Background: an optimization exercise with open tools, aiming at small area, a short achievable clock period and few clock cycles per item. Do not read the settings as production practice.
Function was checked by simulation only, so behaviour that the tests miss may differ from the original.

==> flow/design.v (outline; a module is shown in full before it is edited, if it fits) <==
// module rgb_luma_range_compress_top: 2311 lines
module rgb_luma_range_compress_top (
  input  wire logic        clk,
  input  wire logic        rst_n,
  input  wire logic        in_tvalid,
  output logic             in_tready,
  input  wire logic [23:0] in_tdata,
  output logic             out_tvalid,
  input  wire logic        out_tready,
  output logic [23:0]      out_tdata
);
  // ...
==> flow/flow/run.sh <==
#!/bin/bash
# Own layout flow: the standard ORFS flow (standard.sh) with three synthesis changes.
#  1. Yosys's "synth -run fine:" runs with -noabc, so the full adders that the RTL writes
#     through its function fa() reach extract_fa as written.
#  2. extract_fa only looks at the cells made from fa() (selected by their source line),
#     so the carry-propagate adders and the rest stay plain logic for ABC.
#  3. If flow/abc.script exists, ABC maps the logic with it instead of ORFS's script.
#  4. Half-adder cells are don't-use (dontuse.txt: the platform's list plus
#     sky130_fd_sc_hd__ha_*), so only full adders are extracted.
# Registers, their names and their cell types are those of the standard synthesis.
# make's output goes to make.log here; ORFS writes each step's log under orfs/logs.
set -euo pipefail
W=$PWD
LINE=$(grep -n 'function automatic logic \[1:0\] fa(' design.v | head -1 | cut -d: -f1)
{
  echo 'proc synth {args} {'
  echo '  if {[lsearch -exact $args "fine:"] >= 0} {'
  echo '    yosys synth -nofsm -noshare -noabc {*}$args'
  echo '  } else {'
  echo '    yosys synth -nofsm -noshare {*}$args'
  echo '  }'
  echo '}'
  if [[ -n "$LINE" ]]; then
    echo "proc extract_fa {args} { yosys extract_fa {*}\$args a:src=*design.v:$LINE.* }"
  fi
  if [[ -f flow/abc.script ]]; then
    # ABC runs flow/abc.script in place of the ORFS script (same arguments otherwise)
    echo "proc abc {args} { set i [lsearch -exact \$args -script]; if {\$i >= 0} { lset args [expr {\$i+1}] $W/flow/abc.script }; yosys abc {*}\$args }"
  fi
  tail -n +2 synth_recipe.tcl
} > my_synth.tcl
sed -e "s#SYNTH_SCRIPT=[^ ]*#SYNTH_SCRIPT=$W/my_synth.tcl#" standard.sh > my_standard.sh
DU="$(cat flow/dontuse.txt)"
EXTRA=()
if [[ -f flow/extra.mk ]]; then
  while read -r line; do [[ -n "$line" ]] && EXTRA+=("$line"); done < flow/extra.mk
fi
bash my_standard.sh "DONT_USE_CELLS=$DU" "${EXTRA[@]}" finish > make.log 2>&1
==> flow/flow/abc.script <==
&get -n
&st
&dch
&nf
&put
buffer -c
topo
stime -c
upsize -c
dnsize -c
==> flow/flow/dontuse.txt <==
sky130_fd_sc_hd__probe_p_8 sky130_fd_sc_hd__probec_p_8 sky130_fd_sc_hd__lpflow_bleeder_1 sky130_fd_sc_hd__lpflow_clkbufkapwr_1 sky130_fd_sc_hd__lpflow_clkbufkapwr_16 sky130_fd_sc_hd__lpflow_clkbufkapwr_2 sky130_fd_sc_hd__lpflow_clkbufkapwr_4 sky130_fd_sc_hd__lpflow_clkbufkapwr_8 sky130_fd_sc_hd__lpflow_clkinvkapwr_1 sky130_fd_sc_hd__lpflow_clkinvkapwr_16 sky130_fd_sc_hd__lpflow_clkinvkapwr_2 sky130_fd_sc_hd__lpflow_clkinvkapwr_4 sky130_fd_sc_hd__lpflow_clkinvkapwr_8 sky130_fd_sc_hd__lpflow_decapkapwr_12 sky130_fd_sc_hd__lpflow_decapkapwr_3 sky130_fd_sc_hd__lpflow_decapkapwr_4 sky130_fd_sc_hd__lpflow_decapkapwr_6 sky130_fd_sc_hd__lpflow_decapkapwr_8 sky130_fd_sc_hd__lpflow_inputiso0n_1 sky130_fd_sc_hd__lpflow_inputiso0p_1 sky130_fd_sc_hd__lpflow_inputiso1n_1 sky130_fd_sc_hd__lpflow_inputiso1p_1 sky130_fd_sc_hd__lpflow_inputisolatch_1 sky130_fd_sc_hd__lpflow_isobufsrc_1 sky130_fd_sc_hd__lpflow_isobufsrc_16 sky130_fd_sc_hd__lpflow_isobufsrc_2 sky130_fd_sc_hd__lpflow_isobufsrc_4 sky130_fd_sc_hd__lpflow_isobufsrc_8 sky130_fd_sc_hd__lpflow_isobufsrckapwr_16 sky130_fd_sc_hd__lpflow_lsbuf_lh_hl_isowell_tap_1 sky130_fd_sc_hd__lpflow_lsbuf_lh_hl_isowell_tap_2 sky130_fd_sc_hd__lpflow_lsbuf_lh_hl_isowell_tap_4 sky130_fd_sc_hd__lpflow_lsbuf_lh_isowell_4 sky130_fd_sc_hd__lpflow_lsbuf_lh_isowell_tap_1 sky130_fd_sc_hd__lpflow_lsbuf_lh_isowell_tap_2 sky130_fd_sc_hd__lpflow_lsbuf_lh_isowell_tap_4  sky130_fd_sc_hd__ha_1 sky130_fd_sc_hd__ha_2 sky130_fd_sc_hd__ha_4
==> flow/flow/extra.mk <==
BUFFER_PORTS_ARGS=-buffer_cell sky130_fd_sc_hd__buf_1
==> flow/standard.sh <==
#!/bin/bash
# synth_recipe.tcl (not shown) runs the flow's synth.tcl, then flattens the netlist and writes it again
# the make line also repeats each setting of config.mk as NAME=value (left out here)
make -C /OpenROAD-flow-scripts/flow DESIGN_CONFIG=/design/flow/config.mk WORK_HOME=/design/flow/orfs CLKGATE_MAP_FILE= SYNTH_SCRIPT=/design/flow/synth_recipe.tcl "${@:-finish}"
==> flow/config.mk <==
export PLATFORM = sky130hd
export DESIGN_NAME = rgb_luma_range_compress_top
export DESIGN_NICKNAME = rgb_luma_range_compress_top
export VERILOG_FILES = /design/flow/design.v
export SDC_FILE = /design/flow/constraint.sdc
export NUM_CORES = 4
export LEC_CHECK = 0
export CAP_MARGIN = 20
export CORE_MARGIN = 2
export CORE_UTILIZATION = 40
export GPL_ROUTABILITY_DRIVEN = 0
export SETUP_SLACK_MARGIN = 2.4
export SLEW_MARGIN = 20
==> flow/constraint.sdc <==
create_clock -name core_clock -period 7.0 [get_ports {clk}]
set_input_delay 1.4000 -clock core_clock [delete_from_list [all_inputs] [get_ports {clk}]]
set_output_delay 1.4000 -clock core_clock [all_outputs]
set_load 0.01 [all_outputs]
==> results.txt, run 1 <==
status -> timing/DRC/antenna clean
nets -> 1307
H-tree depth -> 3
data arrival time of the critical path -> 4.52 ns
Post-Syn Nets -> 1216
first-pass GRT wire length -> 36.95 mm
Die X-Extent -> 170.7 microns
Die Area -> 29140 sq um
WL met1 -> 9.556 mm
fraction of layout cells with a size suffix above 1 -> 11.19%
largest cells by area after synthesis -> fa_1 (35%), edfxtp_1 (28%), xnor2_1 (6.8%)
post-synth top area share -> 34.94%
Place WS -> 2.218 ns
most frequent cells in the layout -> fa_1 (191), nor2_1 (150), edfxtp_1 (102)
main combinational cell family by area after synthesis -> adder cells
Worst Max-Slew Pin Slew -> 0.8396 ns
reg2reg path depth -> 12
synthesized cell area -> 11120 sq um
mux share of post-synthesis cell area -> 0%
CP Class -> reg -> reg
met1 Usage GRT -> 20.06%
Critical Path Sink -> q_s8[8]
Testbench counts, summed over its fixed seeds: cycles 16,032, items 16,000.
==> inputs of run 2 (changes only) <==
--- a/flow/config.mk
+++ b/flow/config.mk
@@ -6,8 +6,7 @@
 export NUM_CORES = 4
 export LEC_CHECK = 0
-export CAP_MARGIN = 20
+export CAP_MARGIN = 5
 export CORE_MARGIN = 2
 export CORE_UTILIZATION = 40
-export GPL_ROUTABILITY_DRIVEN = 0
 export SETUP_SLACK_MARGIN = 2.4
-export SLEW_MARGIN = 20
+export SLEW_MARGIN = 5
==> results.txt, run 2 <==
Root Driver -> clkbuf_16
Place WS -> 2.218 ns (unchanged)
clock-pin slew on the worst setup and hold paths -> 0.08 ns
Largest regs -> q_s0: 10 flops, q_s16: 10 flops, q_s8: 10 flops
Mean Syn Cell Area -> 11.18 sq um
Final Hold Fails -> 0
Sink Count -> 106
post-synth top area share -> 34.94% (unchanged)
Worst Setup End Kind -> flip-flop
cell with the most instances after synthesis -> fa_1
Ports -> 54
Routed WL -> 22.51 mm
CP Launch Point -> q_cb2[4]
Final Max Slew Viols -> 0
crit-path max FO -> 6
post-DP HPWL -> 16.95 mm
Filler Cell Count -> 2576
data arrival time of the critical path -> 4.52 ns (about the same)
Die X-Extent -> 170.7 microns (unchanged)
main combinational cell family by area after synthesis -> adder cells
drt first-iter violations -> 359
status -> timing/DRC/antenna clean
CP Class -> reg -> reg
initial antenna violation count -> 0
Worst slew margin -> 43.72%
Post-synth EDFFs -> 102
FF+latch area -> 3143 sq um
WP depth -> 12
Worst Max-Slew Pin Slew -> 0.8396 ns (unchanged)
Post-Syn Nets -> 1216 (unchanged)
Clock Latency Late Sink -> 0.35 ns
Initial Utilization -> 40.34%
fmax -> 226.6 MHz
ys async rst share -> 0%
most frequent CP cell -> fa_1
sequential-to-total area share from yosys stat -> 28.28%
CORE AREA -> 27550 sq um
remaining antenna violation count -> 0
Main synth FF type -> edfxtp_1
final setup TNS -> 0 ns
FP Rows -> 61
drt pass-1 iters -> 5
crit-path leading delay family -> adder cells
Longest Clk Path Bufs -> 2
Die Area -> 29140 sq um (unchanged)
Hold Crit Class -> reg -> reg
TritonCTS clock tree -> done
most common cell after layout, fill and taps aside -> fa_1
first-pass GRT wire length -> 36.95 mm (unchanged)
Critical-path top delay cell -> edfxtp_1
RePlAce Congestion -> 0.8348
largest net degree at the start of global routing -> 69
RSZ-0062 raised after global routing -> no
vias in the first global route -> 7440
WL/cell -> 15.33 microns
min cycle time layout -> 4.412 ns
Adder-Cell Fraction of Synth Area -> 35.75%
largest cells by area after synthesis -> fa_1 (35%), edfxtp_1 (28%), xnor2_1 (6.8%)
fraction of layout cells with a size suffix above 1 -> 11.19% (unchanged)
largest stage delay on the critical path -> 0.68 ns
Vias/cell -> 4.843
Final setup viols -> 0
IO Port Bufs -> 53
Worst Clk Skew -> 0.01072 ns
Tcrit/Tclk final -> 63.03%
CP Buf/Inv Count -> 0
Congestion Overflow GR -> 0
Fin Hold WS -> 0.4114 ns
Post-route DRC -> 0
CTS Buf Count -> 9
number of diodes -> 0
reg2reg path depth -> 12 (unchanged)
startpoint types -> flip-flop
Synthesis Warnings -> 1
reg2reg start -> q_cb2[4]
simple-gate share of the synthesized area -> 13.07%
crit-path cells -> fa_1 -> fa_1 -> fa_1 -> fa_1 -> xor2_1 -> nor3b_1 -> a211oi_1 -> a21bo_2 -> a21oi_2 -> o221ai_4 -> a21oi_2 -> xor2_1
Yosys cell types -> 59
synthesized cell area -> 11120 sq um (unchanged)
Global Route Usage Sum -> 16.42%
Final Core Density -> 45.00%
complex-gate fraction of the synthesized area -> 7.744%
H-tree depth -> 3 (unchanged)
total number of vias -> 7109
Mapped Cells -> 994
Post-Synth XOR/XNOR Area -> 11.02%
Post-synth top cells -> fa_1 (194), nor2_1 (153), edfxtp_1 (102)
setup ws final -> 2.588 ns
most frequent cells in the layout -> fa_1 (191), nor2_1 (150), edfxtp_1 (102)
Area growth syn-to-layout -> 11.55%
max cap viols -> 0
reg2reg end -> q_s8[8]
nets -> 1307 (unchanged)
mux share of post-synthesis cell area -> 0% (unchanged)
cell taking the most area after synthesis -> fa_1
Critical Path Sink -> q_s8[8]
Seq cells post-synth -> 106
multi-input gate area in the final layout -> 7571 sq um
worst reg2reg setup slack -> 2.59 ns
Vert. Die Dim -> 170.7 microns
CP required -> 7.11 ns
## run 2: logic make-up after synthesis
group,Yosys count
xor+xnor,139
simple gates,323
compound gates,129
fa+ha+maj,203
flops,106
buf+inv,94
## run 2: worst reg2reg max path: stages, from the launching register on
cell      delay [ns]
edfxtp_1        0.68
fa_1            0.54
fa_1            0.46
fa_1            0.51
fa_1            0.55
xor2_1          0.18
nor3b_1         0.08
a211oi_1        0.19
a21bo_2         0.28
a21oi_2         0.27
o221ai_4        0.17
a21oi_2         0.19
xor2_1          0.08
## run 2: metrics by stage
stage | instance area [sq um] | std cells
after CTS | 12010 | 1423
after detailed placement | 11530 | 1384
after global routing | 12400 | 1468
after global placement | 11530 | 1384
after floorplan | 11120 | 994
final | 12400 | 1468
## run 2: cell type report
class	instances	share of cell area (%)
Inverter	52	1.604
Clock inverter	7	0.5954
Multi-Input combinational cell	794	61.06
Sequential cell	106	25.35
Timing Repair inverter	1	0.04036
Timing Repair Buffer	121	5.721
Tap cell	378	3.814
Clock buffer	9	1.816
## run 2: how the worst min path moves through the flow
stage	startpoint	end	slack, ns	cells after the start
floorplan	q_cb[0]	q_cb2[0]	0.40	0
global placement	q_cb[7]	q_cb2[7]	0.40	0
detailed placement	q_cr[3]	q_cr2[3]	0.41	0
CTS	q_cb[5]	q_cb2[5]	0.42	0
global route	q_cb[5]	q_cb2[5]	0.42	0
finish	q_cb[5]	q_cb2[5]	0.41	0
## run 2: routing by layer
metal | vias up | track usage (%) | routed length, microns
met2 | 145 | 29.52 | 11410
met1 | 3499 | 20.06 | 9556
met3 | 35 | 2.683 | 940
li1 | 3430 | - | -
met5 | - | 0 | 0
met4 | 0 | 5.425 | 605
## run 2: what timing repair did
| action | CTS | global route |
|---|---|---|
| resized for setup | 1 | 13 |
| pin swaps | 0 | 1 |
| endpoints found under the setup margin | 8 | 16 |
| cloned | 0 | 1 |
| buffers inserted | 23 | 44 |
| hold buffers | 0 | 0 |
| endpoints found under the hold margin | 0 | 0 |
==> inputs of run 3 (changes only) <==
--- a/flow/config.mk
+++ b/flow/config.mk
@@ -6,7 +6,8 @@
 export NUM_CORES = 4
 export LEC_CHECK = 0
-export CAP_MARGIN = 5
+export CAP_MARGIN = 20
 export CORE_MARGIN = 2
 export CORE_UTILIZATION = 40
-export SETUP_SLACK_MARGIN = 2.4
-export SLEW_MARGIN = 5
+export SETUP_SLACK_MARGIN = 2.6
+export SLEW_MARGIN = 20
+export TNS_END_PERCENT = 10
==> results.txt, run 3 <==
Routed WL -> 22.97 mm (+2.0%)
CP required -> 7.11 ns (about the same)
Worst Clk Skew -> 0.01076 ns (+0.00003640 ns)
number of diodes -> 0 (unchanged)
CTS Buf Count -> 9 (unchanged)
met1 Usage GRT -> 20.40% (+0.34 points)
drt first-iter violations -> 326 (-9.2%)
post-DP HPWL -> 16.95 mm (unchanged)
most frequent cells in the layout -> fa_1 (189), nor2_1 (147), edfxtp_1 (102)
WL/cell -> 15.30 microns (-0.21%)
most common cell after layout, fill and taps aside -> fa_1
final setup TNS -> 0 ns (unchanged)
nets -> 1340 (+2.5%)
Layout Cells excl Fill -> 1501 (+2.2%)
Clock Latency Late Sink -> 0.35 ns (about the same)
Worst Setup End Kind -> flip-flop
RePlAce Congestion -> 0.8348 (unchanged)
Congestion Overflow GR -> 0 (unchanged)
Final Max Slew Viols -> 0 (unchanged)
Most Crowded Layer GR -> met2
met2 usage -> 29.68% (+0.16 points)
Post-synth EDFFs -> 102 (unchanged)
Ports -> 54 (unchanged)
IO Port Bufs -> 53 (unchanged)
cell with the most instances after synthesis -> fa_1
post-route cell area -> 12750 sq um (+2.8%)
Synthesis Warnings -> 1 (unchanged)
fraction of layout cells with a size suffix above 1 -> 15.41% (+4.2 points)
crit-path max FO -> 3 (-3)
data arrival time of the critical path -> 4.51 ns (about the same)
ys async rst share -> 0% (unchanged)
Die Area -> 29140 sq um (unchanged)
cell count after placement -> 1384 (unchanged)
max cap viols -> 0 (unchanged)
Mapped Cells -> 994 (unchanged)
largest cells by area after synthesis -> fa_1 (35%), edfxtp_1 (28%), xnor2_1 (6.8%)
Final setup viols -> 0 (unchanged)
Worst Max-Slew Pin Slew -> 0.8410 ns (+0.001447 ns)
Longest Clk Path Bufs -> 2 (unchanged)
DP Area -> 11530 sq um (unchanged)
RSZ-0062 raised after global routing -> yes
M3 GR Usage -> 2.383% (-0.30 points)
Post-Syn Nets -> 1216 (unchanged)
Area growth syn-to-layout -> 14.69%
fmax -> 227.1 MHz (+0.22%)
H-tree depth -> 3 (unchanged)
Final Hold Fails -> 0 (unchanged)
Hold Crit Class -> reg -> reg
Yosys cell types -> 59 (unchanged)
Post-route DRC -> 0 (unchanged)
TritonCTS clock tree -> done
initial antenna violation count -> 0 (unchanged)
total number of vias -> 7285 (+2.5%)
min cycle time layout -> 4.403 ns (-0.009470 ns)
synthesized cell area -> 11120 sq um (unchanged)
Worst slew margin -> 43.62% (-0.097 points)
startpoint types -> flip-flop
Main synth FF type -> edfxtp_1
FP Rows -> 61 (unchanged)
first-pass GRT wire length -> 37.07 mm (+0.32%)
Sink Count -> 106 (unchanged)
cell taking the most area after synthesis -> fa_1
Filler Cell Count -> 2545 (-1.2%)
status -> timing/DRC/antenna clean
remaining antenna violation count -> 0 (unchanged)
Mean Syn Cell Area -> 11.18 sq um (unchanged)
Vias/cell -> 4.853 (+0.22%)
post-synth top area share -> 34.94% (unchanged)
Global Route Usage Sum -> 16.48% (+0.059 points)
clock-pin slew on the worst setup and hold paths -> 0.08 ns (about the same)
Largest regs -> q_s0: 10 flops, q_s16: 10 flops, q_s8: 10 flops
Die X-Extent -> 170.7 microns (unchanged)
Post-synth top cells -> fa_1 (194), nor2_1 (153), edfxtp_1 (102)
vias in the first global route -> 7436 (-0.054%)
CP Class -> reg -> reg
Seq cells post-synth -> 106 (unchanged)
drt pass-1 iters -> 7 (+2)
CORE AREA -> 27550 sq um (unchanged)
FF+latch area -> 3143 sq um (unchanged)
largest net degree at the start of global routing -> 69 (unchanged)
Root Driver -> clkbuf_16
sequential-to-total area share from yosys stat -> 28.28% (unchanged)
Vert. Die Dim -> 170.7 microns (unchanged)
multi-input gate area in the final layout -> 7665 sq um (+1.2%)
Initial Utilization -> 40.34% (unchanged)
Tcrit/Tclk final -> 62.90% (-0.14 points)
==> run 3: cell types whose count changed in the layout (fill, tap and decap cells not counted), moves of 3 or more <==
| cell | change |
|---|---|
| xor2_1 | -3 |
| buf_4 | +31 |
| nor2_1 | -3 |
| xor2_2 | +3 |
| nor2_2 | +3 |
==> run 3: what timing repair did <==
action,CTS,global route
pin swaps,0,22
hold buffers,0,0
gates resized for setup,4,31
cloned,0,1
setup endpoints to repair,17,21
setup buffers,30,70
==> run 3: layer usage <==
layer	routed length, microns	up-vias
li1	-	3488
met1	9751	3612
met2	11730	145
met3	817	40
met4	663	0
met5	0	-
==> run 3: layout make-up <==
cell class,count,share of cell area (%)
inverter,52,1.561
multi-input combinational,794,60.12
clock inverter,7,0.5791
tap,378,3.710
clock buffer,9,1.767
timing repair buffer,154,7.567
sequential,106,24.65
timing repair inverter,1,0.03926
==> run 3: final timing paths <==
kind / to / startpoint / cells after the start / slack (ns)
setup reg to reg: q_s8[8] / q_cb2[6] / 12 / 2.60
hold reg to reg: q_cb2[5] / q_cb[5] / 0 / 0.41
setup / recovery: q_s8[8] / q_cb2[6] / 12 / 2.60
hold / removal: q_cb2[5] / q_cb[5] / 0 / 0.41
==> run 3: critical path: stages (launching register included) <==
cell and delay (ns):
edfxtp_1 0.45, fa_2 0.61, fa_2 0.45, fa_2 0.57, fa_2 0.43, fa_2 0.57, xor2_2 0.21, nand2_1 0.10
nor2_2 0.16, a21oi_4 0.10, o221ai_4 0.22, a21oi_2 0.10, xor2_1 0.16
==> run 3: logic make-up (layout without fill, tap and decap cells) <==
group | after synthesis | count (layout) | synth area share, %
AND/OR/NAND/NOR | 323 | 323 | 13.07
buffers and inverters | 94 | 223 | 4.142
adder cells (fa/ha/maj) | 203 | 203 | 35.75
XOR/XNOR | 139 | 139 | 11.02
AO/OA/AOI/OAI | 129 | 129 | 7.744
flip-flops | 106 | 106 | 28.28
==> run 3: per-stage QoR <==
stage / hold WS [ns] / worst slack, ns / utilization [%]
final: 0.4142 / 2.597 / 46.27
after global routing: 0.4190 / 2.449 / 46.27
after CTS: 0.4165 / 2.480 / 43.81
after detailed placement: 0.4052 / 2.218 / 41.86
after global placement: 0.4027 / 2.336 / 41.86
after floorplan: 0.4003 / 2.561 / -
==> inputs of run 4 (changes only) <==
--- a/flow/config.mk
+++ b/flow/config.mk
@@ -11,3 +11,3 @@
 export SETUP_SLACK_MARGIN = 2.6
 export SLEW_MARGIN = 20
-export TNS_END_PERCENT = 10
+export TNS_END_PERCENT = 40
==> results.txt, run 4 <==
status -> timing/DRC/antenna clean
largest cells by area after synthesis -> fa_1 (35%), edfxtp_1 (28%), xnor2_1 (6.8%)
Final Max Slew Viols -> 0 (unchanged)
largest net degree at the start of global routing -> 69 (unchanged)
Mean Syn Cell Area -> 11.18 sq um (unchanged)
Die Area -> 29140 sq um (unchanged)
Routed WL -> 23.10 mm (+0.58%)
drt pass-1 iters -> 5 (-2)
setup ws final -> 2.560 ns (-0.03675 ns)
Worst Setup End Kind -> flip-flop
reg2reg path depth -> 13 (+1)
Seq cells post-synth -> 106 (unchanged)
Vias/cell -> 4.902 (+1.0%)
FP Rows -> 61 (unchanged)
crit-path leading delay family -> adder cells
fraction of layout cells with a size suffix above 1 -> 13.11% (-2.3 points)
Yosys cell types -> 59 (unchanged)
max cap viols -> 0 (unchanged)
Synthesis Warnings -> 1 (unchanged)
hold wc startpoint -> q_cb[5]
Worst slew margin -> 43.18% (-0.44 points)
Die X-Extent -> 170.7 microns (unchanged)
sequential-to-total area share from yosys stat -> 28.28% (unchanged)
total number of vias -> 7235 (-0.69%)
CP Class -> reg -> reg
clock-pin slew on the worst setup and hold paths -> 0.08 ns (about the same)
Worst Max-Slew Pin Slew -> 0.8476 ns (+0.006603 ns)
WP depth -> 13 (+1)
synthesized cell area -> 11120 sq um (unchanged)
startpoint types -> flip-flop
first-pass GRT wire length -> 37.49 mm (+1.1%)
Final setup viols -> 0 (unchanged)
Place WS -> 2.218 ns (unchanged)
number of diodes -> 0 (unchanged)
Hold Crit Class -> reg -> reg
TritonCTS clock tree -> done
largest stage delay on the critical path -> 0.61 ns (about the same)
post-route cell area -> 12530 sq um (-1.7%)
Fin Hold WS -> 0.4156 ns (+0.001314 ns)
post-DP HPWL -> 16.95 mm (unchanged)
initial antenna violation count -> 0 (unchanged)
Area growth syn-to-layout -> 12.74%
reg2reg start -> q_cb2[6]
nets -> 1315 (-1.9%)
cell taking the most area after synthesis -> fa_1
Largest regs -> q_s0: 10 flops, q_s16: 10 flops, q_s8: 10 flops
Filler Cell Count -> 2553 (+0.31%)
DP Area -> 11530 sq um (unchanged)
Vert. Die Dim -> 170.7 microns (unchanged)
crit-path max FO -> 3 (unchanged)
vias in the first global route -> 7487 (+0.69%)
min cycle time layout -> 4.440 ns (+0.03675 ns)
cell with the most instances after synthesis -> fa_1
cell count after placement -> 1384 (unchanged)
Clock Latency Late Sink -> 0.35 ns (about the same)
Final Core Density -> 45.48% (-0.79 points)
Post-synth top cells -> fa_1 (194), nor2_1 (153), edfxtp_1 (102)
Root Driver -> clkbuf_16
Hold Path Cell Cnt -> 0 (unchanged)
worst reg2reg setup slack -> 2.56 ns (-0.04 ns)
ys async rst share -> 0% (unchanged)
H-tree depth -> 3 (unchanged)
CP Buf/Inv Count -> 0 (unchanged)
remaining antenna violation count -> 0 (unchanged)
RSZ-0062 raised after global routing -> yes
IO Port Bufs -> 53 (unchanged)
final setup TNS -> 0 ns (unchanged)
Mapped Cells -> 994 (unchanged)
data arrival time of the critical path -> 4.55 ns (+0.04 ns)
Ports -> 54 (unchanged)
Worst Clk Skew -> 0.01044 ns (-0.0003164 ns)
Main synth FF type -> edfxtp_1
Final Hold Fails -> 0 (unchanged)
Initial Utilization -> 40.34% (unchanged)
Post-route DRC -> 0 (unchanged)
drt first-iter violations -> 382 (+17%)
Hold Path End -> q_cb2[5]
most common cell after layout, fill and taps aside -> fa_1
RePlAce Congestion -> 0.8348 (unchanged)
fmax -> 225.2 MHz (-0.83%)
crit-path cells -> fa_1 -> fa_2 -> fa_1 -> fa_2 -> fa_2 -> and2_4 -> nor2_4 -> a21oi_2 -> o221ai_2 -> a21oi_2 -> o221ai_2 -> a21oi_2 -> xor2_1
post-synth top area share -> 34.94% (unchanged)
Layout Cells excl Fill -> 1476 (-1.7%)
reg2reg end -> q_s8[8]
most frequent cells in the layout -> fa_1 (189), nor2_1 (148), edfxtp_1 (102)
Post-synth EDFFs -> 102 (unchanged)
Post-Syn Nets -> 1216 (unchanged)
Congestion Overflow GR -> 0 (unchanged)
Sink Count -> 106 (unchanged)
Global Route Usage Sum -> 16.71% (+0.24 points)
Longest Clk Path Bufs -> 2 (unchanged)
CORE AREA -> 27550 sq um (unchanged)
WL/cell -> 15.65 microns (+2.3%)
CTS Buf Count -> 9 (unchanged)
CP required -> 7.11 ns (about the same)
Tcrit/Tclk final -> 63.42% (+0.52 points)
Critical-path top delay cell -> fa_2
==> run 4: cell counts after synthesis <==
No cell type changed its count.
==> run 4: cell type report <==
cell class / count / area (sq um) / area share, %
sequential: 106 / 3143 / 25.08
clock inverter: 7 / 73.82 / 0.5891
multi-input combinational: 794 / 7644 / 60.99
timing repair buffer: 129 / 769.5 / 6.140
timing repair inverter: 1 / 5.005 / 0.03994
inverter: 52 / 198.9 / 1.587
clock buffer: 9 / 225.2 / 1.797
tap: 378 / 473.0 / 3.774
==> run 4: layer usage <==
metal	global-route usage [%]	up-vias	routed length (microns)
li1	-	3438	-
met1	20.84	3613	9971
met2	30.08	149	11750
met3	2.498	35	803
met4	4.831	0	578
met5	0	-	0
==> run 4: worst max path at each step <==
stage                        start      end  slack (ns)
after floorplan           q_cb2[2]  q_s8[8]        2.56
after global placement    q_cb2[2]  q_s8[8]        2.34
after detailed placement   q_yl[4]  q_s8[8]        2.22
after CTS                   q_g[5]  q_cb[6]        2.54
after global routing      q_cb2[2]  q_s8[8]        2.41
final                     q_cb2[6]  q_s8[8]        2.56
==> run 4: cell families (layout without fill, tap and decap cells) <==
group,Yosys count,after routing,share of synthesized area [%]
flip-flops,106,106,28.28
adder cells (fa/ha/maj),203,203,35.75
AO/OA/AOI/OAI,129,129,7.744
AND/OR/NAND/NOR,323,323,13.07
XOR/XNOR,139,139,11.02
buffers and inverters,94,198,4.142
==> run 4: worst reg2reg max path, cell delays in order (launching register included) <==
cell	delay (ns)
edfxtp_1	0.44
fa_1	0.60
fa_2	0.46
fa_1	0.52
fa_2	0.42
fa_2	0.61
and2_4	0.17
nor2_4	0.05
a21oi_2	0.15
o221ai_2	0.12
a21oi_2	0.21
o221ai_2	0.18
a21oi_2	0.18
xor2_1	0.08
==> run 4: what timing repair did <==
action	4_1_cts	5_1_grt
gates resized for setup	7	24
endpoints found under the hold margin	0	0
gates cloned	0	1
endpoints found under the setup margin	17	19
pin swaps	1	18
hold buffers	0	0
buffers inserted	40	35
==> inputs of run 5 (changes only) <==
==> flow/flow/extra.mk (replaced) <==
BUFFER_PORTS_ARGS=-buffer_cell sky130_fd_sc_hd__buf_1
MATCH_CELL_FOOTPRINT=0
--- a/flow/config.mk
+++ b/flow/config.mk
@@ -9,5 +9,4 @@
 export CORE_MARGIN = 2
 export CORE_UTILIZATION = 40
-export SETUP_SLACK_MARGIN = 2.6
+export SETUP_SLACK_MARGIN = 2.4
 export SLEW_MARGIN = 20
-export TNS_END_PERCENT = 40
==> results.txt, run 5 <==
status -> timing/DRC/antenna clean
Final setup viols -> 0 (unchanged)
Tcrit/Tclk final -> 63.03% (-0.39 points)
TritonCTS clock tree -> done
sequential-to-total area share from yosys stat -> 28.28% (unchanged)
final setup TNS -> 0 ns (unchanged)
min cycle time layout -> 4.412 ns (-0.02728 ns)
clock-pin slew on the worst setup and hold paths -> 0.08 ns (about the same)
IO Port Bufs -> 53 (unchanged)
largest net degree at the start of global routing -> 69 (unchanged)
Final Core Density -> 45.00% (-0.48 points)
Vert. Die Dim -> 170.7 microns (unchanged)
Post-Syn Nets -> 1216 (unchanged)
RSZ-0062 raised after global routing -> no
CP Class -> reg -> reg
WL/cell -> 15.33 microns (-2.0%)
Congestion Overflow GR -> 0 (unchanged)
Worst Clk Skew -> 0.01072 ns (+0.0002800 ns)
drt pass-1 iters -> 5 (unchanged)
FP Rows -> 61 (unchanged)
Post-route DRC -> 0 (unchanged)
first-pass GRT wire length -> 36.95 mm (-1.4%)
Most Crowded Layer GR -> met2
Sink Count -> 106 (unchanged)
max cap viols -> 0 (unchanged)
Initial Utilization -> 40.34% (unchanged)
crit-path max FO -> 6 (+3)
Final Hold Fails -> 0 (unchanged)
most common cell after layout, fill and taps aside -> fa_1
cell with the most instances after synthesis -> fa_1
Worst Setup End Kind -> flip-flop
hold wc startpoint -> q_cb[5]
fraction of layout cells with a size suffix above 1 -> 11.19% (-1.9 points)
Worst Max-Slew Pin Slew -> 0.8396 ns (-0.008050 ns)
Mapped Cells -> 994 (unchanged)
CP Launch Point -> q_cb2[4]
RePlAce Congestion -> 0.8348 (unchanged)
Routed WL -> 22.51 mm (-2.6%)
synthesized cell area -> 11120 sq um (unchanged)
Root Driver -> clkbuf_16
vias in the first global route -> 7440 (-0.63%)
nets -> 1307 (-0.61%)
largest cells by area after synthesis -> fa_1 (35%), edfxtp_1 (28%), xnor2_1 (6.8%)
Synthesis Warnings -> 1 (unchanged)
post-DP HPWL -> 16.95 mm (unchanged)
met1 Usage GRT -> 20.06% (-0.78 points)
most frequent cells in the layout -> fa_1 (191), nor2_1 (150), edfxtp_1 (102)
ys async rst share -> 0% (unchanged)
Post-synth EDFFs -> 102 (unchanged)
startpoint types -> flip-flop
Die Area -> 29140 sq um (unchanged)
met2 usage -> 29.52% (-0.56 points)
Seq cells post-synth -> 106 (unchanged)
Global Route Usage Sum -> 16.42% (-0.30 points)
Main synth FF type -> edfxtp_1
M3 GR Usage -> 2.683% (+0.19 points)
Final Max Slew Viols -> 0 (unchanged)
Yosys cell types -> 59 (unchanged)
Mean Syn Cell Area -> 11.18 sq um (unchanged)
CORE AREA -> 27550 sq um (unchanged)
Worst slew margin -> 43.72% (+0.54 points)
H-tree depth -> 3 (unchanged)
reg2reg start -> q_cb2[4]
CTS Buf Count -> 9 (unchanged)
Longest Clk Path Bufs -> 2 (unchanged)
Post-synth top cells -> fa_1 (194), nor2_1 (153), edfxtp_1 (102)
number of diodes -> 0 (unchanged)
drt first-iter violations -> 359 (-6.0%)
total number of vias -> 7109 (-1.7%)
cell taking the most area after synthesis -> fa_1
remaining antenna violation count -> 0 (unchanged)
Hold Buf Count CTS -> 0 (unchanged)
Die X-Extent -> 170.7 microns (unchanged)
Area growth syn-to-layout -> 11.55%
data arrival time of the critical path -> 4.52 ns (-0.03 ns)
post-synth top area share -> 34.94% (unchanged)
Largest regs -> q_s0: 10 flops, q_s16: 10 flops, q_s8: 10 flops
Vias/cell -> 4.843 (-1.2%)
initial antenna violation count -> 0 (unchanged)
fmax -> 226.6 MHz (+0.62%)
Clock Latency Late Sink -> 0.35 ns (about the same)
CP required -> 7.11 ns (about the same)
Hold Crit Class -> reg -> reg
Ports -> 54 (unchanged)
-- run 5: changes by cell type in the layout (fill, tap and decap cells not counted), sizes merged --
cell | previous run | this run
buf | 129 | 121
-- run 5: metal layers --
layer | share of wire [%] | vias to the layer above
met2 | 51 | 145
met5 | 0 | -
li1 | - | 3430
met1 | 42 | 3499
met4 | 2.7 | 0
met3 | 4.2 | 35
-- run 5: cells by family after synthesis --
kind of cell	Yosys count	share of synthesized area [%]
AOI/OAI and AO/OA	129	7.744
xor gates and xnor gates	139	11.02
adders and majority gates	203	35.75
buffers and inverters	94	4.142
DFF	106	28.28
and+or+nand+nor	323	13.07
-- run 5: worst max-delay path: stages, from the launching register on --
cell and delay, ns:
edfxtp_1 0.68, fa_1 0.53, fa_1 0.46, fa_1 0.51, fa_1 0.55, xor2_1 0.18, nor3b_1 0.08, a211oi_1 0.19
a21bo_2 0.28, a21oi_2 0.27, o221ai_4 0.17, a21oi_2 0.19, xor2_1 0.08
-- run 5: final timing paths --
kind / endpoint / slack [ns] / depth (start not counted)
max: q_s8[8] / 2.59 / 12
min: q_cb2[5] / 0.41 / 0
max reg2reg: q_s8[8] / 2.59 / 12
min reg2reg: q_cb2[5] / 0.41 / 0
-- run 5: area by class of cell --
| cell class | count | area, sq um |
|---|---|---|
| Clock buffer | 9 | 225.2 |
| Clock inverter | 7 | 73.82 |
| Fill cell | 2576 | 15150 |
| Inverter | 52 | 198.9 |
| Multi-Input combinational cell | 794 | 7571 |
| Sequential cell | 106 | 3143 |
| Tap cell | 378 | 473.0 |
| Timing Repair Buffer | 121 | 709.4 |
| Timing Repair inverter | 1 | 5.005 |
-- run 5: timing repair --
item,CTS,global route
resized for setup,1,13
cloned,0,1
setup buffers,23,44
setup endpoints to repair,8,16
pin swaps,0,1
-- run 5: through the flow --
step	instance area (sq um)	std cells	hold WS [ns]	setup WS, ns
6_report	12400	1468	0.4114	2.588
5_1_grt	12400	1468	0.4183	2.385
4_1_cts	12010	1423	0.4165	2.398
3_5_place_dp	11530	1384	0.4052	2.218
3_3_place_gp	11530	1384	0.4027	2.336
2_1_floorplan	11120	994	0.4003	2.561
==> inputs of run 6 (changes only) <==
==> flow/flow/extra.mk (replaced) <==
BUFFER_PORTS_ARGS=-buffer_cell sky130_fd_sc_hd__buf_1
RECOVER_POWER=100
==> results.txt, run 6 <==
FF+latch area -> 3143 sq um (unchanged)
Final Core Density -> 44.68% (-0.32 points)
Worst slew margin -> -137.8% (-180 points)
Routed WL -> 22.59 mm (+0.38%)
Root Driver -> clkbuf_16
most frequent CP cell -> fa_1
Initial Utilization -> 40.34% (unchanged)
Die X-Extent -> 170.7 microns (unchanged)
Worst Clk Skew -> 0.01086 ns (+0.0001361 ns)
Synthesis Warnings -> 1 (unchanged)
WL/cell -> 15.39 microns (+0.38%)
Worst Max-Slew Pin Slew -> 3.567 ns (+2.728 ns)
CP Buf/Inv Count -> 1 (+1)
Yosys cell types -> 59 (unchanged)
ys async rst share -> 0% (unchanged)
Hold Path Cell Cnt -> 0 (unchanged)
Final Hold Fails -> 0 (unchanged)
Critical-path top delay cell -> a2111oi_0
remaining antenna violation count -> 0 (unchanged)
Seq cells post-synth -> 106 (unchanged)
Fin Hold WS -> 0.4109 ns (-0.0005010 ns)
CP Class -> reg -> reg
Global Route Usage Sum -> 16.42% (unchanged)
Blocking Checks -> max-capacitance violations, max-slew violations
CP required -> 7.10 ns (about the same)
WP depth -> 12 (unchanged)
most common cell after layout, fill and taps aside -> fa_1
Tcrit/Tclk final -> 71.28% (+8.2 points)
data arrival time of the critical path -> 5.09 ns (+0.57 ns)
Layout Cells excl Fill -> 1468 (unchanged)
drt pass-1 iters -> 5 (unchanged)
Mapped Cells -> 994 (unchanged)
post-route cell area -> 12310 sq um (-0.72%)
final setup TNS -> 0 ns (unchanged)
sequential-to-total area share from yosys stat -> 28.28% (unchanged)
IO Port Bufs -> 53 (unchanged)
startpoint types -> flip-flop
fmax -> 200.4 MHz (-12%)
post-DP HPWL -> 16.95 mm (unchanged)
CTS Buf Count -> 9 (unchanged)
total number of vias -> 7144 (+0.49%)
Post-synth EDFFs -> 102 (unchanged)
vias in the first global route -> 7440 (unchanged)
crit-path max FO -> 12 (+6)
drt first-iter violations -> 285 (-21%)
Area growth syn-to-layout -> 10.75%
TritonCTS clock tree -> done
max cap viols -> 1 (+1)
fraction of layout cells with a size suffix above 1 -> 9.908% (-1.3 points)
clock-pin slew on the worst setup and hold paths -> 0.08 ns (about the same)
initial antenna violation count -> 0 (unchanged)
number of diodes -> 0 (unchanged)
cell taking the most area after synthesis -> fa_1
Post-route DRC -> 0 (unchanged)
Filler Cell Count -> 2591 (+0.58%)
Congestion Overflow GR -> 0 (unchanged)
Top Metal Used -> met4
nets -> 1307 (unchanged)
Sink Count -> 106 (unchanged)
cell count after placement -> 1384 (unchanged)
cell with the most instances after synthesis -> fa_1
synthesized cell area -> 11120 sq um (unchanged)
Ports -> 54 (unchanged)
Largest regs -> q_s0: 10 flops, q_s16: 10 flops, q_s8: 10 flops
first-pass GRT wire length -> 36.95 mm (unchanged)
Final Max Slew Viols -> 69 (+69)
Met2 Wirelength -> 11.39 mm (-0.14%)
Place WS -> 2.218 ns (unchanged)
WL met1 -> 9.779 mm (+2.3%)
RSZ-0062 raised after global routing -> no
Vert. Die Dim -> 170.7 microns (unchanged)
min cycle time layout -> 4.989 ns (+0.5770 ns)
Post-Syn Nets -> 1216 (unchanged)
RePlAce Congestion -> 0.8348 (unchanged)
largest net degree at the start of global routing -> 69 (unchanged)
Mean Syn Cell Area -> 11.18 sq um (unchanged)
post-synth top area share -> 34.94% (unchanged)
largest cells by area after synthesis -> fa_1 (35%), edfxtp_1 (28%), xnor2_1 (6.8%)
setup ws final -> 2.011 ns (-0.5770 ns)
Hold Crit Class -> reg -> reg
H-tree depth -> 3 (unchanged)
Clock Latency Late Sink -> 0.35 ns (about the same)
crit-path leading delay family -> compound AO/OA/AOI/OAI gates
Vias/cell -> 4.866 (+0.49%)
WL met3 -> 795 microns (-15%)
reg2reg path depth -> 12 (unchanged)
Hold Buf Count CTS -> 0 (unchanged)
most frequent cells in the layout -> fa_1 (191), nor2_1 (151), edfxtp_1 (102)
FP Rows -> 61 (unchanged)
status -> complete, but fails checks
Longest Clk Path Bufs -> 2 (unchanged)
multi-input gate area in the final layout -> 7492 sq um (-1.0%)
Worst Setup End Kind -> flip-flop
worst reg2reg setup slack -> 2.01 ns (-0.58 ns)
largest stage delay on the critical path -> 0.83 ns (+0.15 ns)
Post-synth top cells -> fa_1 (194), nor2_1 (153), edfxtp_1 (102)
CORE AREA -> 27550 sq um (unchanged)
Final setup viols -> 0 (unchanged)
crit-path cells -> fa_1 -> fa_1 -> inv_1 -> fa_1 -> xnor2_1 -> nand2_1 -> and3b_1 -> a2111oi_0 -> o21ai_0 -> a221o_1 -> a32o_1 -> xor2_1
Main synth FF type -> edfxtp_1
Die Area -> 29140 sq um (unchanged)
DP Area -> 11530 sq um (unchanged)
[run 6: cell type report]
class	count	area share, %
multi-input combinational	794	60.86
timing repair buffer	121	5.702
clock buffer	9	1.829
inverter	52	1.596
sequential	106	25.53
timing repair inverter	1	0.04065
tap	378	3.842
clock inverter	7	0.5997
[run 6: cell families after synthesis]
family	after synthesis	synth area share (%)
flops	106	28.28
fa+ha+maj	203	35.75
simple gates	323	13.07
compound gates	129	7.744
xor+xnor	139	11.02
buf+inv	94	4.142
[run 6: worst paths after layout]
check | start | endpoint
worst max-delay path | q_r[2] | q_cr[7]
worst min-delay path | q_cb[5] | q_cb2[5]
worst max register to register | q_r[2] | q_cr[7]
worst min register to register | q_cb[5] | q_cb2[5]
[run 6: timing repair]
action | 4_1_cts | 5_1_grt
gates resized for setup | 1 | 13
gates cloned | 0 | 1
pin swaps | 0 | 1
setup endpoints to repair | 8 | 16
buffers inserted | 23 | 44
[run 6: per-layer routing]
layer	global-route usage, %	up-vias
met2	29.52	144
met4	5.425	0
met3	2.683	36
met5	0	-
li1	-	3426
met1	20.06	3538
==> inputs of run 7 (changes only) <==
==> flow/flow/extra.mk (replaced) <==
BUFFER_PORTS_ARGS=-buffer_cell sky130_fd_sc_hd__buf_1
==> results.txt, run 7 <==
Mean Syn Cell Area -> 11.18 sq um (unchanged)
Sink Count -> 106 (unchanged)
Final Core Density -> 45.00% (+0.32 points)
setup ws final -> 2.588 ns (+0.5770 ns)
Initial Utilization -> 40.34% (unchanged)
largest stage delay on the critical path -> 0.68 ns (-0.15 ns)
Worst Setup End Kind -> flip-flop
Post-route DRC -> 0 (unchanged)
CP required -> 7.11 ns (about the same)
DP Area -> 11530 sq um (unchanged)
Place WS -> 2.218 ns (unchanged)
Yosys cell types -> 59 (unchanged)
max cap viols -> 0 (-1)
Final Hold Fails -> 0 (unchanged)
Root Driver -> clkbuf_16
data arrival time of the critical path -> 4.52 ns (-0.57 ns)
sequential-to-total area share from yosys stat -> 28.28% (unchanged)
Seq cells post-synth -> 106 (unchanged)
Post-Syn Nets -> 1216 (unchanged)
cell with the most instances after synthesis -> fa_1
first-pass GRT wire length -> 36.95 mm (unchanged)
post-synth top area share -> 34.94% (unchanged)
Ports -> 54 (unchanged)
Vias/cell -> 4.843 (-0.49%)
number of diodes -> 0 (unchanged)
Final Max Slew Viols -> 0 (-100%)
Tcrit/Tclk final -> 63.03% (-8.2 points)
largest cells by area after synthesis -> fa_1 (35%), edfxtp_1 (28%), xnor2_1 (6.8%)
startpoint types -> flip-flop
Longest Clk Path Bufs -> 2 (unchanged)
Vert. Die Dim -> 170.7 microns (unchanged)
cell count after placement -> 1384 (unchanged)
drt pass-1 iters -> 5 (unchanged)
most common cell after layout, fill and taps aside -> fa_1
Die Area -> 29140 sq um (unchanged)
Global Route Usage Sum -> 16.42% (unchanged)
initial antenna violation count -> 0 (unchanged)
clock-pin slew on the worst setup and hold paths -> 0.08 ns (about the same)
H-tree depth -> 3 (unchanged)
Post-synth top cells -> fa_1 (194), nor2_1 (153), edfxtp_1 (102)
CP Class -> reg -> reg
Post-synth EDFFs -> 102 (unchanged)
min cycle time layout -> 4.412 ns (-0.5770 ns)
WL/cell -> 15.33 microns (-0.38%)
Congestion Overflow GR -> 0 (unchanged)
Final setup viols -> 0 (unchanged)
fmax -> 226.6 MHz (+13%)
Clock Latency Late Sink -> 0.35 ns (about the same)
CTS Buf Count -> 9 (unchanged)
Hold Crit Class -> reg -> reg
nets -> 1307 (unchanged)
FP Rows -> 61 (unchanged)
RePlAce Congestion -> 0.8348 (unchanged)
ys async rst share -> 0% (unchanged)
Hold Buf Count CTS -> 0 (unchanged)
Main synth FF type -> edfxtp_1
Die X-Extent -> 170.7 microns (unchanged)
IO Port Bufs -> 53 (unchanged)
Worst slew margin -> 43.72% (+180 points)
fraction of layout cells with a size suffix above 1 -> 11.19% (+1.3 points)
Worst Max-Slew Pin Slew -> 0.8396 ns (-2.728 ns)
Critical-path top delay cell -> edfxtp_1
post-route cell area -> 12400 sq um (+0.72%)
Synthesis Warnings -> 1 (unchanged)
Routed WL -> 22.51 mm (-0.38%)
post-DP HPWL -> 16.95 mm (unchanged)
Mapped Cells -> 994 (unchanged)
vias in the first global route -> 7440 (unchanged)
TritonCTS clock tree -> done
CORE AREA -> 27550 sq um (unchanged)
Filler Cell Count -> 2576 (-0.58%)
largest net degree at the start of global routing -> 69 (unchanged)
most frequent cells in the layout -> fa_1 (191), nor2_1 (150), edfxtp_1 (102)
most frequent CP cell -> fa_1
Fin Hold WS -> 0.4114 ns (+0.0005010 ns)
synthesized cell area -> 11120 sq um (unchanged)
total number of vias -> 7109 (-0.49%)
RSZ-0062 raised after global routing -> no
final setup TNS -> 0 ns (unchanged)
crit-path cells -> fa_1 -> fa_1 -> fa_1 -> fa_1 -> xor2_1 -> nor3b_1 -> a211oi_1 -> a21bo_2 -> a21oi_2 -> o221ai_4 -> a21oi_2 -> xor2_1
cell taking the most area after synthesis -> fa_1
drt first-iter violations -> 359 (+26%)
Layout Cells excl Fill -> 1468 (unchanged)
Worst Clk Skew -> 0.01072 ns (-0.0001361 ns)
Area growth syn-to-layout -> 11.55%
remaining antenna violation count -> 0 (unchanged)
crit-path max FO -> 6 (-6)
status -> timing/DRC/antenna clean
Largest regs -> q_s0: 10 flops, q_s16: 10 flops, q_s8: 10 flops
## run 7: cells by family (layout without fill, tap and decap cells)
kind of cell | after synthesis | count (layout) | synth area share, %
simple gates | 323 | 323 | 13.07
fa+ha+maj | 203 | 203 | 35.75
xor+xnor | 139 | 139 | 11.02
compound gates | 129 | 129 | 7.744
flops | 106 | 106 | 28.28
buf+inv | 94 | 190 | 4.142
## run 7: worst paths after layout
path / endpoint / depth (start not counted) / slack [ns] / start
setup / recovery: q_s8[8] / 12 / 2.59 / q_cb2[4]
hold / removal: q_cb2[5] / 0 / 0.41 / q_cb[5]
setup reg to reg: q_s8[8] / 12 / 2.59 / q_cb2[4]
hold reg to reg: q_cb2[5] / 0 / 0.41 / q_cb[5]
## run 7: area by class of cell
type | count | area (sq um) | area share [%]
Clock buffer | 9 | 225.2 | 1.816
Timing Repair Buffer | 121 | 709.4 | 5.721
Clock inverter | 7 | 73.82 | 0.5954
Multi-Input combinational cell | 794 | 7571 | 61.06
Inverter | 52 | 198.9 | 1.604
Tap cell | 378 | 473.0 | 3.814
Timing Repair inverter | 1 | 5.005 | 0.04036
Sequential cell | 106 | 3143 | 25.35
## run 7: metal layers
metal / global-route usage (%) / vias up / part of all wire (%)
li1: - / 3430 / -
met1: 20.06 / 3499 / 42
met2: 29.52 / 145 / 51
met3: 2.683 / 35 / 4.2
met4: 5.425 / 0 / 2.7
met5: 0 / - / 0
## run 7: critical path: cells and delay by family (launching register included)
kind	cells	cell delay (ns)
flip-flops	1	0.68
adder cells (fa/ha/maj)	4	2.05
XOR/XNOR	2	0.26
AND/OR/NAND/NOR	1	0.08
AO/OA/AOI/OAI	5	1.10
## run 7: timing repair
item / CTS / global route
setup buffers: 23 / 44
cloned: 0 / 1
pin swaps: 0 / 1
gates resized for setup: 1 / 13
endpoints found under the setup margin: 8 / 16

## re-timing with driven ports
In the flow no input, the clock included, has a driving cell. The finished layouts below were timed again as built, in two steps. Step 1, drivers: a clkbuf_16 drives clk and a buf_2 each remaining input, both assumed. Step 2 moves the port delays by t, midway between the first and last clock arrival at a register: inputs arrive t later, outputs are due t later. That takes back most of the time a late clock gives input paths. Three values: ideal ports, drivers, drivers and shift; two values: the first two.
run | t, ns | setup WS [ns] | slew at the worst register clock pin (ns)
run 1 | 0.392 | 2.588 / 2.588 / 2.588 | 0.08 / 0.08
run 2 | 0.392 | 2.588 / 2.588 / 2.588 | 0.08 / 0.08
run 3 | 0.394 | 2.597 / 2.597 / 2.597 | 0.08 / 0.08
run 4 | 0.393 | 2.560 / 2.560 / 2.560 | 0.08 / 0.08
run 5 | 0.392 | 2.588 / 2.588 / 2.588 | 0.08 / 0.08
run 6 | 0.392 | 2.011 / 2.011 / 1.652 | 0.08 / 0.08
run 7 | 0.392 | 2.588 / 2.588 / 2.588 | 0.08 / 0.08
The setup slack of run 6, which loses most, moves by 0.000 ns with the drivers and by -0.359 ns with both steps.
